This design comes from an exercise in tuning for a short achievable clock period and few clock cycles on the open sky130 flow, not from production work.
Where RTL was checked, it was by simulation tests only, not by an equivalence proof against the original.
The RTL of run 1 was laid out without a check of its function.
Power and IR drop assume default switching activity.

<file path="flow/run.sh">
#!/bin/bash
# synth_recipe.tcl (not shown) runs the flow's synth.tcl, then flattens the netlist and writes it again
# the make line also repeats each setting of config.mk as NAME=value (left out here)
make -C /OpenROAD-flow-scripts/flow DESIGN_CONFIG=/design/flow/config.mk WORK_HOME=/design/flow/orfs CLKGATE_MAP_FILE= SYNTH_SCRIPT=/design/flow/synth_recipe.tcl finish
</file>
<file path="flow/config.mk">
export PLATFORM = sky130hd
export DESIGN_NAME = psram_cache
export DESIGN_NICKNAME = psram_cache
export VERILOG_FILES = /design/flow/design.v
export SDC_FILE = /design/flow/constraint.sdc
export NUM_CORES = 4
export LEC_CHECK = 0
export ABC_CLOCK_PERIOD_IN_PS = 2400
export CAP_MARGIN = 20
export CORE_MARGIN = 2
export CORE_UTILIZATION = 50
export SETUP_SLACK_MARGIN = 3.6
export SLEW_MARGIN = 20
</file>
<file path="flow/constraint.sdc">
create_clock -name core_clock -period 6.0 [get_ports {clk}]
set_input_delay 1.2000 -clock core_clock [delete_from_list [all_inputs] [get_ports {clk}]]
set_output_delay 1.2000 -clock core_clock [all_outputs]
set_load 0.01 [all_outputs]
</file>
<file path="flow/design.v">
package psram_cache_pkg;
  localparam int ADDR_W = 23;
endpackage
module cache_data_ram #(
  parameter int LINES = 64
) (
  input  logic             clk,
  input  logic [LINES-1:0] sel,        
  output logic [31:0]      rd_data,
  input  logic             fill,       
  input  logic [31:0]      fill_data,
  input  logic [3:0]       wr_be,      
  input  logic [31:0]      wr_data
);
  logic [31:0] mem [LINES];
  for (genvar li = 0; li < LINES; li++) begin : g_line
    for (genvar bi = 0; bi < 4; bi++) begin : g_byte
      always_ff @(posedge clk) begin
        if (sel[li] && (fill || wr_be[bi]))
          mem[li][8*bi +: 8] <= fill ? fill_data[8*bi +: 8] : wr_data[8*bi +: 8];
      end
    end
  end
  always_comb begin
    rd_data = '0;
    for (int i = 0; i < LINES; i++) rd_data |= mem[i] & {32{sel[i]}};
  end
endmodule
import psram_cache_pkg::*;
module psram_cache #(
  parameter int LINES = 64
) (
  input  logic              clk,
  input  logic              resetn,
  input  logic              cpu_valid,
  input  logic [ADDR_W-1:0] cpu_addr,
  input  logic [31:0]       cpu_wdata,
  input  logic [3:0]        cpu_wstrb,
  output logic [31:0]       cpu_rdata,
  output logic              cpu_ready,
  input  logic              flush,
  output logic              mem_valid,
  output logic [ADDR_W-1:0] mem_addr,
  output logic [31:0]       mem_wdata,
  output logic [3:0]        mem_wstrb,
  input  logic [31:0]       mem_rdata,
  input  logic              mem_ready,
  output logic [31:0]       stat_hits,
  output logic [31:0]       stat_misses
);
  localparam int IDX_W = $clog2(LINES);
  localparam int TAG_W = ADDR_W - IDX_W;
  logic [LINES-1:0] line_v;
  logic [TAG_W-1:0] line_tag [LINES];
  logic              rd_wait;     
  logic              fill_q;      
  logic              wr_q;        
  logic              ov;          
  logic              bv;          
  logic [ADDR_W-1:0] b_addr;
  logic [31:0]       b_wdata;
  logic [3:0]        b_wstrb;
  logic [31:0]       hits_p1;
  logic [31:0]       misses_p1;
  wire [IDX_W-1:0] in_idx = cpu_addr[IDX_W-1:0];
  wire [TAG_W-1:0] in_tag = cpu_addr[ADDR_W-1:IDX_W];
  wire             in_wr  = |cpu_wstrb;
  logic [LINES-1:0] sel;
  logic [LINES-1:0] match;
  logic [31:0]      line_rd;
  always_comb begin
    for (int i = 0; i < LINES; i++) begin
      sel[i]   = (in_idx == IDX_W'(i));
      match[i] = sel[i] && line_v[i] && (line_tag[i] == in_tag);
    end
  end
  wire lookup_hit = |match;
  cache_data_ram #(
    .LINES (LINES)
  ) u_data_ram (
    .clk       (clk),
    .sel       (sel),
    .rd_data   (line_rd),
    .fill      (fill_q),
    .fill_data (cpu_rdata),
    .wr_be     (wr_q ? cpu_wstrb : 4'b0000),
    .wr_data   (cpu_wdata)
  );
  wire hs       = mem_valid && mem_ready;         
  wire rd_done  = hs && rd_wait && (mem_wstrb == 4'b0000);
  wire out_free = !ov || hs;
  wire room     = !(ov && bv);
  wire can_take = cpu_valid && !cpu_ready && !rd_wait;
  wire take_hit = can_take && !in_wr && lookup_hit;
  wire take_mem = can_take && (in_wr || !lookup_hit) && room;
  wire take_rd  = take_mem && !in_wr;
  wire take_wr  = take_mem && in_wr;
  wire ov_next  = out_free ? (bv || take_mem) : 1'b1;
  always_ff @(posedge clk or posedge resetn) begin
    if (resetn) begin
      line_v      <= '0;
      rd_wait     <= 1'b0;
      fill_q      <= 1'b0;
      wr_q        <= 1'b0;
      ov          <= 1'b0;
      bv          <= 1'b0;
      cpu_ready   <= 1'b0;
      mem_valid   <= 1'b0;
      stat_hits   <= '0;
      stat_misses <= '0;
    end else begin
      for (int i = 0; i < LINES; i++)
        line_v[i] <= (fill_q && sel[i]) || (line_v[i] && !flush);
      rd_wait   <= rd_wait ? !rd_done : take_rd;
      fill_q    <= rd_done;
      wr_q      <= take_wr && lookup_hit;
      cpu_ready <= take_hit || take_wr || rd_done;
      ov        <= ov_next;
      bv        <= out_free ? (bv && take_mem) : (bv || take_mem);
      mem_valid <= hs ? 1'b0 : (mem_valid || (ov_next && !mem_ready));
      if (take_hit) stat_hits <= hits_p1;
      if (take_rd)  stat_misses <= misses_p1;
    end
  end
  always_ff @(posedge clk) begin
    hits_p1   <= stat_hits + 32'd1;
    misses_p1 <= stat_misses + 32'd1;
    cpu_rdata <= rd_wait ? mem_rdata : line_rd;
    for (int i = 0; i < LINES; i++)
      if (fill_q && sel[i]) line_tag[i] <= in_tag;
    if (!bv || out_free) begin
      b_addr  <= cpu_addr;
      b_wdata <= cpu_wdata;
      b_wstrb <= cpu_wstrb;
    end
    if (out_free) begin
      mem_addr  <= bv ? b_addr  : cpu_addr;
      mem_wdata <= bv ? b_wdata : cpu_wdata;
      mem_wstrb <= bv ? b_wstrb : cpu_wstrb;
    end
  end
endmodule
</file>
==> results of run 1 <==
## per-layer routing
metal,track usage,vias up,share of wire
met5,0.00544,-,0.0014
met4,0.228,39,0.076
met3,0.125,1884,0.13
met2,0.589,7189,0.45
met1,0.485,45047,0.34
li1,-,34063,-
## final timing paths
check                                     from                           to  slack [ps]  cells after the start
min                        hits_p1[12]$_DFF_P_    stat_hits[12]$_DFFE_PP0P_         440                      1
max in group asynchronous               resetn  stat_misses[17]$_DFFE_PP0P_        3860                      3
max reg2reg                  rd_wait$_DFF_PP0_  stat_misses[19]$_DFFE_PP0P_        2770                      7
max                               cpu_addr[21]  stat_misses[19]$_DFFE_PP0P_        2710                     15
min in group asynchronous               resetn    stat_hits[11]$_DFFE_PP0P_         730                      2
min reg2reg                hits_p1[12]$_DFF_P_    stat_hits[12]$_DFFE_PP0P_         440                      1
## sequential cells by signal (all words and copies together), names as in the netlist
register and flops:
bv 1, fill_q 1, mem_wstrb 4, mem_wdata 32, line_v 64, misses_p1 32, b_wdata 32, rd_wait 1
wr_q 1, mem_valid 1, mem_addr 23, u_data_ram.mem 2048, line_tag 1088, b_wstrb 4, ov 1, cpu_ready 1
cpu_rdata 32, b_addr 23, stat_hits 32, stat_misses 32, hits_p1 32
## metrics by stage
step / cells / hold WS, ps / setup WS [ps] / instance area [um^2] / total power [uW]
global route: 13146 / 454 / 2700 / 169000 / 55000
finish: 13159 / 439 / 2710 / 169000 / 54000
floorplan: 7879 / 424 / 2670 / 136000 / 29600
detailed placement: 11809 / 434 / 533 / 146000 / 31700
global placement: 11796 / 426 / 268 / 145000 / 31600
CTS: 13023 / 448 / 2780 / 167000 / 53700
## Yosys cell counts, types with 74 or more instances
| master | instances |
|---|---|
| a22o_1 | 170 |
| nor2_1 | 342 |
| xnor2_1 | 1131 |
| mux2_2 | 125 |
| nor3_1 | 225 |
| clkbuf_1 | 236 |
| dfrtp_1 | 135 |
| buf_2 | 79 |
| dfxtp_1 | 96 |
| a221oi_1 | 194 |
| and3_1 | 74 |
| nand3_1 | 113 |
| nand4_1 | 424 |
| nand2_1 | 190 |
| edfxtp_1 | 3254 |
| a22oi_1 | 660 |
## placed cells by master, fill, tap and decap left out, drive strengths merged, types with 15 or more instances in the layout
master	instances
edfxtp	3254
buf	1338
xnor2	1131
a22oi	660
clkbuf	445
nand4	424
nor2	346
nor3	226
nand2	194
a221oi	194
clkinv	187
a22o	170
mux2	155
dfrtp	135
nand3	113
dfxtp	96
and3	74
clkdlybuf4s50	72
a21oi	69
a21o	64
bufbuf	50
nor4	38
nor2b	34
a222oi	32
inv	24
bufinv	21
xor2	17
diode	15
## timing repair
| item | CTS | global route |
|---|---|---|
| buffers inserted | 475 | 118 |
| gates resized for setup | 1427 | 214 |
| hold buffers | 0 | 0 |
| setup endpoints to repair | 4287 | 499 |
| hold endpoints to repair | 0 | 0 |
| cloned | 74 | 3 |
| pin swaps | 218 | 164 |
## power groups by stage
stage                     combinational, uW  sequential, uW  clock (uW)
after floorplan                        1700           27900           0
after global placement                 3660           28000           0
after detailed placement               3710           28000           0
after CTS                              4350           27500       21900
after global routing                   4690           27500       22800
final                                  4550           27500       21900
## area by class of cell
cell class,count,area (um^2),share of cell area
clock inverters,224,2010,0.0119
inverters,17,72.6,0.000429
repair inverters,1,7.51,0.0000444
clock buffers,441,9410,0.0557
well taps,3533,4420,0.0261
multi-input cells,3979,33400,0.198
diodes,15,37.5,0.000222
repair buffers,1464,16600,0.0983
flip-flops and latches,3485,103000,0.610
## kinds of logic after synthesis
kind of cell / after synthesis
flops: 3485
mux: 155
compound gates: 1192
simple gates: 1473
fa+ha+maj: 3
buf+inv: 423
xor+xnor: 1148
==> summary.md, run 1 <==
| Metric | Value |
|---|---|
| Outcome | complete, no violations |
| Cells along the critical path | buf_16, buf_4, buf_12, xnor2_1, nand4_1, nor3_1, a22oi_2, nand4_1, nor4_4, nand2_4, nor3_4, buf_12, buf_12, buf_16, mux2_4 |
| Clock Tree Root | clkbuf_16 |
| Combinational power share | 0.084 |
| Core Region | 266,000 um^2 |
| Hold WC Path Type | reg2reg |
| Crit Path Max Fanout | 18 |
| Die Y | 521 um |
| Avg Cell Area, Syn | 17.0 um^2 |
| Dominant cells by area after synthesis | edfxtp_1 73%, xnor2_1 7.4%, a22oi_1 3.7% |
| Mapped Cells | 7,879 |
| Tmin final | 3290 ps |
| Worst setup path class | in2reg |
| Count of different cell masters after synthesis | 49 |
| Max_slew headroom | 0.277 |
| Power per cell area | 319 nW/um^2 |
| Syn_nets | 7,977 |
| CP max stage delay | 370 ps |
| I/O pins | 253 |
| Initial Util | 0.503 |
| Switching share of power | 0.238 |
| Final net count | 9,406 |
| Mean routed wirelength per cell | 40.9 um |
| Maximum vdd drop | 0.000279 V |
| Largest net degree at the start of global routing | 105 |
| Slew Viols, Final | 0 |
| Clk slew on worst S/H paths | 60 ps |
| CTS Buffer Depth | 4 |
| Final hold viol count | 0 |
| Drt pass-1 iters | 9 |
| Vias in the first global route | 82,567 |
| H-tree depth | 5 |
| Post-synthesis simple-gate area fraction | 0.0570 |
| Post-synthesis sequential area ratio | 0.770 |
| CP Launch Type | input port |
| Final TNS setup | 0 ps |
| Post-synth EDFFs | 3,254 |
| Skew-Pair Late Insertion Delay | 1020 ps |
| Slew @ Worst Pin | 1080 ps |
| Routed wire length | 538 mm |
| Post-Synth Adder-Cell Area | 0.000262 |
| Leak Pwr | 0.0559 uW |
| Seq cells post-synth | 3,485 |
| Max-cap viol count | 0 |
| Vias | 88,222 |
| Crit path buffers/inverters | 6 |
| GRT Util Overall | 0.387 |
| Remaining DRCs | 0 |
| Period utilisation layout | 0.548 |
| Fraction of layout cells with a size suffix above 1 | 0.292 |
| CP required | 6820 ps |
| Max Freq | 304 MHz |
| P_sw | 12,800 uW |
| Final Core Density | 0.637 |
| Full die area | 272,000 um^2 |
| Clock sinks | 3,485 |
| Critical Path Slowest Stage Cell | nor4_4 |
| Post-DP HPWL | 315 mm |
| Top cell by count, worst path | buf_12 |
| Worst path top cell family by delay | simple AND/OR/NAND/NOR gates |
| Synth Area in XOR/XNOR | 0.0752 |
| TritonCTS Buffers | 360 |
| CTS tree | yes |
| Via density | 6.70 |
| Initial DRC count | 15,692 |
| Post-Syn Area | 134,000 um^2 |
| Asr flop ratio synth | 0.0387 |
| # rows | 189 |
| Unrepaired setup endpoints after global routing | true |
| Die Span X | 521 um |
| Port bufs | 252 |
| Post-synthesis mux area share | 0.0131 |
| Ys flop type | edfxtp_1 |
| Clock network power share | 0.406 |
| Global-route wire length before repair | 710 mm |
| Cell Int Power | 41,100 uW |
| Ys Warns | 4 |
| Share of power burned in registers | 0.510 |
| Compound-cell area share of the yosys netlist | 0.0697 |
| Initial antenna violation count | 21 |
| Fillcell total | 18,663 |
| Grt ovf | 0 |
| CP Capture Type | flip-flop |
| Antenna viol nets, final | 0 |
| Share of the synthesized area in the top cell type | 0.731 |
| Cell accounting for the most synthesized area | edfxtp_1 |
| Worst Path Arrival | 4110 ps |
| Clk_skew | 80.8 ps |
| Largest family of logic cells by synthesized area | XOR/XNOR gates |
| Setup-failing EPs final | 0 |
| Area delta synth->final | 26.5% |
| Routability Congestion | 0.999 |
==> inputs of run 2 (changes only) <==
--- a/flow/design.v
+++ b/flow/design.v
@@ -55,2 +55,4 @@
   logic              rd_wait;     
+  logic              rd_q;        
+  logic              miss_q;      
   logic              fill_q;      
@@ -62,3 +64,7 @@
   logic [3:0]        b_wstrb;
+  logic [ADDR_W-1:0] o_addr;      
+  logic [31:0]       o_wdata;     
+  logic [3:0]        o_wstrb;
   logic [31:0]       hits_p1;
+  logic [31:0]       hits_bak;
   logic [31:0]       misses_p1;
@@ -89,3 +95,3 @@
   wire hs       = mem_valid && mem_ready;         
-  wire rd_done  = hs && rd_wait && (mem_wstrb == 4'b0000);
+  wire rd_done  = hs && rd_wait && (o_wstrb == 4'b0000);
   wire out_free = !ov || hs;
@@ -93,7 +99,7 @@
   wire can_take = cpu_valid && !cpu_ready && !rd_wait;
-  wire take_hit = can_take && !in_wr && lookup_hit;
-  wire take_mem = can_take && (in_wr || !lookup_hit) && room;
-  wire take_rd  = take_mem && !in_wr;
-  wire take_wr  = take_mem && in_wr;
-  wire ov_next  = out_free ? (bv || take_mem) : 1'b1;
+  wire take_rd  = can_take && !in_wr;
+  wire take_hit = take_rd && lookup_hit;
+  wire take_wr  = can_take && in_wr && room;
+  wire enq      = room && (take_wr || (take_rd && !lookup_hit) || (rd_wait && !rd_q));
+  wire ov_next  = out_free ? (bv || enq) : 1'b1;
   always_ff @(posedge clk or posedge resetn) begin
@@ -102,2 +108,4 @@
       rd_wait     <= 1'b0;
+      rd_q        <= 1'b0;
+      miss_q      <= 1'b0;
       fill_q      <= 1'b0;
@@ -113,3 +121,5 @@
         line_v[i] <= (fill_q && sel[i]) || (line_v[i] && !flush);
-      rd_wait   <= rd_wait ? !rd_done : take_rd;
+      rd_wait   <= rd_wait ? !rd_done : (take_rd && !lookup_hit);
+      rd_q      <= rd_wait ? (!rd_done && (rd_q || room)) : (take_rd && !lookup_hit && room);
+      miss_q    <= take_rd && !lookup_hit;
       fill_q    <= rd_done;
@@ -118,6 +128,7 @@
       ov        <= ov_next;
-      bv        <= out_free ? (bv && take_mem) : (bv || take_mem);
+      bv        <= out_free ? (bv && enq) : (bv || enq);
       mem_valid <= hs ? 1'b0 : (mem_valid || (ov_next && !mem_ready));
-      if (take_hit) stat_hits <= hits_p1;
-      if (take_rd)  stat_misses <= misses_p1;
+      if (take_rd)     stat_hits <= hits_p1;
+      else if (miss_q) stat_hits <= hits_bak;
+      if (miss_q)      stat_misses <= misses_p1;
     end
@@ -126,2 +137,3 @@
     hits_p1   <= stat_hits + 32'd1;
+    hits_bak  <= stat_hits;
     misses_p1 <= stat_misses + 32'd1;
@@ -136,6 +148,9 @@
     if (out_free) begin
-      mem_addr  <= bv ? b_addr  : cpu_addr;
-      mem_wdata <= bv ? b_wdata : cpu_wdata;
-      mem_wstrb <= bv ? b_wstrb : cpu_wstrb;
+      o_addr  <= bv ? b_addr  : cpu_addr;
+      o_wdata <= bv ? b_wdata : cpu_wdata;
+      o_wstrb <= bv ? b_wstrb : cpu_wstrb;
     end
+    mem_addr  <= out_free ? (bv ? b_addr  : cpu_addr)  : o_addr;
+    mem_wdata <= out_free ? (bv ? b_wdata : cpu_wdata) : o_wdata;
+    mem_wstrb <= out_free ? (bv ? b_wstrb : cpu_wstrb) : o_wstrb;
   end
--- a/flow/config.mk
+++ b/flow/config.mk
@@ -7,7 +7,7 @@
 export LEC_CHECK = 0
-export ABC_CLOCK_PERIOD_IN_PS = 2400
+export ABC_CLOCK_PERIOD_IN_PS = 2200
 export CAP_MARGIN = 20
 export CORE_MARGIN = 2
-export CORE_UTILIZATION = 50
-export SETUP_SLACK_MARGIN = 3.6
+export CORE_UTILIZATION = 60
+export SETUP_SLACK_MARGIN = 3.8
 export SLEW_MARGIN = 20
==> run 2 against run 1 <==
Die area shrank 16%. Wire length grew 5.7%. Combinational power grew 24%. Area after synthesis grew 0.33%. Via count grew 6.4%. Clock skew grew 2.2 ps. Global-route usage grew 9.0 points. Count of clock-buffer cells in the layout grew 50. Final cell count shrank 4.4%. Clock power is essentially flat. Sequential power grew 2%. Critical endpoint is now cpu_rdata[21]$_DFF_P_. Largest cell class unchanged.
==> summary.md, run 2 <==
| Metric | Value |
|---|---|
| Routability Congestion | 0.994 (-0.58%) |
| Synth Area in XOR/XNOR | 0.0749 (-0.000249) |
| Fraction of layout cells with a size suffix above 1 | 0.333 (+0.0408) |
| R2r endpoint | bv$_DFF_PP0_ |
| Top reg by flops | u_data_ram.mem |
| Setup-failing EPs final | 0 (unchanged) |
| TritonCTS Buffers | 358 (-0.56%) |
| Slew @ Worst Pin | 1050 ps (-28.8 ps) |
| Outcome | complete, no violations |
| Dominant cells by area after synthesis | edfxtp_1 73%, xor2_1 6.8%, a22oi_1 3.1% |
| I/O pins | 253 (unchanged) |
| Cell accounting for the most synthesized area | edfxtp_1 |
| Vias | 93,833 (+6.4%) |
| Final net count | 9,373 (-0.35%) |
| Die Y | 477 um (-8.5%) |
| Post-Syn Area | 134,000 um^2 (+0.33%) |
| Mapped Cells | 7,857 (-0.28%) |
| Clk slew on worst S/H paths | 60 ps (about the same) |
| Commonest non-fill, non-tap cell in the layout | edfxtp_1 |
| Inst Count DP | 10,937 (-7.4%) |
| Remaining DRCs | 0 (unchanged) |
| CTS tree | yes |
| Vias in the first global route | 84,435 (+2.3%) |
| Post-synth EDFFs | 3,254 (unchanged) |
| Post-synthesis simple-gate area fraction | 0.0531 (-0.00387) |
| Share of the synthesized area in the top cell type | 0.728 (-0.00242) |
| Top cells by count, synth | 3,254 x edfxtp_1, 1,043 x xor2_1, 558 x a22oi_1 |
| Initial antenna violation count | 45 (+110%) |
| Unrepaired setup endpoints after global routing | true |
| Fillcell total | 11,673 (-37%) |
| Most frequent cell after synthesis | edfxtp_1 |
| Maximum vdd drop | 0.000332 V (+19%) |
| CP Capture Type | flip-flop |
| Post-DP HPWL | 299 mm (-5.1%) |
| Period utilisation layout | 0.509 (-0.0398) |
| Number of flip-flops in the largest register | 2,048 (unchanged) |
| Worst Hold End | stat_misses[15]$_DFFE_PP0P_ |
| Largest net degree at the start of global routing | 74 (-30%) |
| Final TNS setup | 0 ps (unchanged) |
| Die Span X | 477 um (-8.5%) |
| Area delta synth->final | 30.4% |
| Initial Util | 0.603 (+0.100) |
| H-tree depth | 5 (unchanged) |
| Asr flop ratio synth | 0.0389 (+0.000194) |
| Tmin final | 3050 ps (-239 ps) |
| Clock Tree Root | clkbuf_16 |
| Cts hold-fix bufs | 0 (unchanged) |
| Post-Synth Adder-Cell Area | 0.000187 (-0.0000755) |
| Final Core Density | 0.787 (+0.150) |
| Hold WC Path Type | reg2reg |
| Worst R2R Path Depth | 10 (+3) |
| Post-synthesis sequential area ratio | 0.773 (+0.00260) |
| Port bufs | 252 (unchanged) |
| Post-Layout Cell Count | 12,584 (-4.4%) |
| Most frequent cells in the layout | 3,254 x edfxtp_1, 1,037 x xor2_1, 600 x buf_4 |
| Clk_skew | 83.0 ps (+2.25 ps) |
| Reg2reg start | line_tag[13][9]$_DFFE_PP_ |
| Initial DRC count | 19,431 (+24%) |
| Worst setup path class | in2reg |
| Syn_nets | 7,955 (-0.28%) |
| Power per cell area | 318 nW/um^2 (-0.42%) |
| Compound-cell area share of the yosys netlist | 0.0691 (-0.000576) |
| CTS Buffer Depth | 4 (unchanged) |
| Max Freq | 328 MHz (+7.8%) |
| Reg2Reg Setup Slack | 3200 ps (+430 ps) |
| CP Launch Type | input port |
| Mean routed wirelength per cell | 45.2 um (+11%) |
| Largest family of logic cells by synthesized area | XOR/XNOR gates |
| Hold_ws | 456 ps (+17.1 ps) |
| Seq cells post-synth | 3,519 (+0.98%) |
| Post-synthesis mux area share | 0.0126 (-0.000426) |
| Ys flop type | edfxtp_1 |
| HP Start | misses_p1[15]$_DFF_P_ |
| GRT Util Overall | 0.476 (+0.0899) |
| Avg Cell Area, Syn | 17.1 um^2 (+0.61%) |
| Skew-Pair Late Insertion Delay | 1040 ps (+20 ps) |
| Via density | 7.46 (+11%) |
| CP required | 6850 ps (+30 ps) |
| Largest registers | u_data_ram.mem: 2048 flops, line_tag: 1088 flops, line_v: 64 flops |
| Grt ovf | 0 (unchanged) |
| Clock sinks | 3,519 (+0.98%) |
| Global-route wire length before repair | 727 mm (+2.4%) |
| Routed wire length | 568 mm (+5.7%) |
| Leak Pwr | 0.0593 uW (+6.0%) |
| Max-cap viol count | 0 (unchanged) |
| Final hold viol count | 0 (unchanged) |
| Max_slew headroom | 0.295 (+0.0186) |
| Core Region | 222,000 um^2 (-16%) |
| Drt pass-1 iters | 15 (+6) |
| Full die area | 227,000 um^2 (-16%) |
| Count of different cell masters after synthesis | 48 (-2.0%) |
| Worst hold path depth | 1 (unchanged) |
| Slew Viols, Final | 0 (unchanged) |
| Crit Path Max Fanout | 8 (-10) |
| # rows | 173 (-8.5%) |
| Worst Path Arrival | 3900 ps (-210 ps) |
| Antenna viol nets, final | 0 (unchanged) |
| Ys Warns | 4 (unchanged) |
-- run 2: cell types whose count changed after synthesis, sizes merged, moves of 33 or more --
cell	before	now
buf	170	244
nand2	194	110
a21oi	69	103
nand3	113	160
xor2	17	1043
nor4	38	297
and2	4	66
xnor2	1131	105
o22ai	0	33
nand4	424	222
nor2	342	309
a22oi	660	558
nor3	226	35
mux2	155	122
-- run 2: worst max-delay path by stage --
stage / from / end / slack, ps / depth (start not counted)
3_3_place_gp: cpu_addr[3] / mem_valid$_DFF_PP0_ / 370 / 12
6_report: cpu_addr[3] / cpu_rdata[21]$_DFF_P_ / 2950 / 13
4_1_cts: o_wstrb[2]$_DFFE_PP_ / mem_wstrb[2] / 3080 / 1
3_5_place_dp: cpu_addr[3] / mem_valid$_DFF_PP0_ / 390 / 12
5_1_grt: cpu_addr[3] / cpu_rdata[3]$_DFF_P_ / 2680 / 11
2_1_floorplan: cpu_addr[14] / rd_q$_DFF_PP0_ / 2860 / 11
-- run 2: per-stage QoR --
step / worst slack, ps / cell area, um^2 / total power (uW)
final: 2950 / 175000 / 55600
after global placement: 374 / 145000 / 32500
after detailed placement: 393 / 145000 / 32600
after global routing: 2680 / 175000 / 56500
after floorplan: 2860 / 139000 / 30400
after CTS: 3080 / 171000 / 54900
-- run 2: area by class of cell --
cell class | instances | area (um^2) | share of cell area
Timing Repair Buffer | 1526 | 20400 | 0.116
Clock inverter | 148 | 1380 | 0.00786
Tap cell | 2975 | 3720 | 0.0213
Antenna cell | 55 | 138 | 0.000786
Clock buffer | 491 | 9860 | 0.0563
Multi-Input combinational cell | 3840 | 35600 | 0.203
Inverter | 30 | 129 | 0.000736
Sequential cell | 3519 | 104000 | 0.593
-- run 2: critical path: stages --
cell      delay [ps]
buf_16           120
buf_8            120
buf_6            100
nor4b_4           50
buf_4            140
and2_4           160
buf_12           150
buf_4            140
a22o_1           220
a221oi_1         460
nand4_1          560
nor3_4           390
a21oi_1           60
-- run 2: logic make-up (layout without fill, tap and decap cells) --
family / after synthesis / after routing
and+or+nand+nor: 1320 / 1340
other: 0 / 55
DFF: 3519 / 3519
adders and majority gates: 2 / 2
muxes: 154 / 154
AOI/OAI and AO/OA: 1196 / 1196
xor gates and xnor gates: 1148 / 1148
buffers and inverters: 518 / 2195
-- run 2: report_power, final --
group	total [uW]	switching (uW)	internal, uW
registers	28000	391	27600
logic	5630	3430	2200
clock network	22000	9460	12500
total	55600	13300	42300
-- run 2: metal layers --
layer,global-route usage,share of wire
met1,0.586,0.31
met2,0.680,0.42
met3,0.191,0.16
met4,0.353,0.10
met5,0.0113,0.0024
-- run 2: timing repair --
| action | CTS | global route |
|---|---|---|
| endpoints found under the setup margin | 4586 | 971 |
| gates cloned | 87 | 18 |
| buffers inserted | 683 | 165 |
| gates resized for setup | 1813 | 242 |
| pin swaps | 512 | 206 |
Testbench counts of run 2, summed over its fixed seeds: cycles 177,422.

## separate check: timing with driven ports
No port has a modelled driver above. Below, the same layouts with a new extraction and two added sets of constraints.
Step 1: set_driving_cell puts a clkbuf_16 on clk and a buf_2 on each other input, an assumption about the parent block.
Step 2, shift: input delay + t, output delay - t, t = (earliest + latest rising clock arrival at the registers) / 2. This alone moves slack from input paths to output paths.
Slacks: ideal ports / drivers / drivers and shift; pairs: ideal ports / drivers.
| run | shift t [ns] | setup WS [ns] | worst data-port slew with drivers (ns) |
|---|---|---|---|
| run 1 | 1.076 | 2.710 / 2.459 / 1.383 | 0.50 |
| run 2 | 1.102 | 2.949 / 2.838 / 1.736 | 0.49 |
After both steps every run listed still meets setup and hold. For run 1, which loses most, drivers alone change the setup slack by -0.251 ns; drivers and shift together by -1.327 ns.
